From an optimization exercise on the open Yosys and OpenROAD flow, aimed at small area, a short achievable clock period and few clock cycles per item; shortcuts taken in it are not production practice. Only simulation tests tie the RTL to the original design; equivalence was not proved. Power is estimated from default activity; no workload was simulated.

v25:
## cp1_responder
module cp1_responder #(
    parameter int NREG = 32,
    parameter int W    = 32
) (
    input  logic                    clk,
    input  logic                    rst,
    input  logic                    flag_clr,
    output logic                    flag_ovf,
    output logic                    flag_unf,
    input  logic                    req_valid,
    output logic                    req_ready,
    input  logic [1:0]              req_op,
    input  logic [$clog2(NREG)-1:0] req_fd,
    input  logic [$clog2(NREG)-1:0] req_fs,
    input  logic [$clog2(NREG)-1:0] req_ft,
    input  logic [W-1:0]            req_wdata,
    output logic                    rsp_valid,
    output logic [W-1:0]            rsp_data
);
    localparam int IW = $clog2(NREG);
    localparam logic [1:0] OP_ADD_S = 2'b00;
    localparam logic [1:0] OP_SUB_S = 2'b01;
    localparam logic [1:0] OP_MTC1  = 2'b10;
    localparam logic [1:0] OP_MFC1  = 2'b11;
    logic [W-1:0]    rf_q [NREG];
    logic [NREG-1:0] rf_vld_q;
    logic            rf_we;
    logic [IW-1:0]   rf_waddr;
    logic          s1_valid_q, s1_arith_q, s1_sub_q, s1_we_q, s1_late_q;
    logic          s1_wait_a_q, s1_wait_b_q, s1_fa_q, s1_fb_q;
    logic [IW-1:0] s1_fd_q;
    logic [W-1:0]  op_a_q, op_b_q;
    logic          za_q, zb_q;
    logic          ready_q;
    logic          s2_valid_q, s2_arith_q, s2_we_q, s2_near_q, s2_sub_q, s2_late_q;
    logic [IW-1:0] s2_fd_q;
    logic          s2_sign_q;
    logic [7:0]    s2_exp_q;
    logic [23:0]   s2_big_q, s2_small_q, s2_diff_q;
    logic          rsp_valid_q, res_we_q, rsp_ez_q;
    logic [IW-1:0] res_fd_q;
    logic [W-1:0]  rsp_data_q;
    logic [W-1:0]  r_res;
    logic          r_ovf, r_unf, r_ez;
    logic          accept, req_arith, req_mtc1, req_mfc1;
  ...
clock: 7.0 ns
lec_check: 0
cap_margin: 25
core_margin: 2
core_utilization: 40
cts_buf_list: sky130_fd_sc_hd__clkbuf_8
setup_slack_margin: 3.5
slew_margin: 20
run.sh (not shown) runs the stock make flow with config.mk's settings and CLKGATE_MAP_FILE= SYNTH_SCRIPT=/design/flow/synth_recipe.tcl, a recipe that flattens the netlist after the stock synthesis.
v25 finished all stages; the layout is clean.
Testbench counts of v25, summed over its fixed seeds: cycles 5,618, ops 4,800.
The following lists how v16 was set up differently from v25:
- TNS_END_PERCENT newly set to 30
- SETUP_SLACK_MARGIN changed from 3.5 to 3.3
==> results.txt <==
On sequential share of layout area: v16 sits above v25. Compared v16 vs v25, and cell area is down in v16. | met2 wire length | higher: v25 |. Compared with v25, v16 shows non-clock buffer count that has gone down by more than a quarter. Compare v25 and v16 | growth of design area from synthesis to finish higher: v25. v16 vs. v25: fraction of cell area in non-clock buffers went down by 3.2 points. In terms of total area of sequential cells, v25 and v16 differ only marginally.
### v16 -> v12
- swapping 3.3 for 3 in SETUP_SLACK_MARGIN
- swapping 40 for 55 in CORE_UTILIZATION
- clearing TNS_END_PERCENT, which used to be 30
- No run among v16 and v12 stopped early or left any final violation; all are clean.
- Compared to v16, the routing of v12 uses less wire.
- Diff v16 -> v12: final cell count decreased by about 8% relative to the old numbers, combinational logic power decreased by 5.4% relative to the old numbers, minimum hold slack closely matched the old numbers, sequential fraction of total cell area increased by 0.90 points relative to the old numbers, final clock period utilization by the worst path increased by 3.6 points relative to the old numbers.
- Diff v12..v16 | synthesized area divided by synthesized cell count | negligible
- [compare] base=v16 new=v12: total track usage climbed 13 points; die area dropped 27%.
--- input diff v12..v19 ---
- CORE_UTILIZATION: 55 -> 40
- TNS_END_PERCENT: unset -> 30
Findings:
From v12 to v19 the numbers moved as follows: later-pin clock latency in the skew report grew by 0.04 ns, switching power summed over all nets held steady, die area grew by 37%, met1 global-route usage shrank by 16 points. Highest-delay cell along the critical path = sky130_fd_sc_hd__edfxtp_1: v19; highest-delay cell along the critical path = sky130_fd_sc_hd__or4_4: v12. Looking at utilization of the core after routing, v19 sits 19 points lower than v12 does. Setup slack: v19 more than v12. Total area of multi-input combinational cells was lower in the run labelled v19. Lower number of non-clock buffers among v12 and v19: v19. Routed wire length per instance in v19 is about 4.4% below v12. Between v12 and v19, the flow reports total detailed-routing wirelength increasing by a few percent.
Input-level comparison between v44 and v19:
- a change of TNS_END_PERCENT from 30 to 50
==> comparison <==
Row layout-stage area growth over the synthesis result: v44 higher / v19 lower
v44 ended up with s2_sign_q as its end point of the critical path; v19 ended up with s2_diff_q[15].
Looking at global routing usage summed across all routing layers, v44 sits below v19.
Re transition time at the pin with the least slew margin: v44 is 0.15 ns down on v19.

## what the ideal ports hide
No port has a modelled driver above. Below, the same layouts with a new extraction and two added sets of constraints.
Step 1 sets driving cells, clkbuf_16 on the clock port and buf_2 on the other inputs (assumed; they add their load-dependent delay and slew).
Step 2 moves the port delays by t, midway between the first and last clock arrival at a register: inputs arrive t later, outputs are due t later. That takes back most of the time a late clock gives input paths.
Three values: ideal, step 1, step 2; two values: the first two.
| run | t, ns | setup slack, ns | worst register clock-pin slew, ns |
|---|---|---|---|
| v25 | 1.071 | 2.627 / 2.627 / 2.392 | 0.08 / 0.08 |
| v16 | 1.050 | 2.794 / 2.794 / 1.881 | 0.07 / 0.07 |
| v12 | 1.031 | 2.545 / 2.545 / 2.019 | 0.07 / 0.07 |
| v19 | 1.072 | 2.701 / 2.701 / 1.893 | 0.08 / 0.08 |
| v44 | 1.052 | 2.694 / 2.694 / 1.878 | 0.08 / 0.08 |
After both steps every run listed still meets setup and hold. For v16, which loses most, drivers alone change the setup slack by 0.000 ns; drivers and shift together by -0.913 ns.
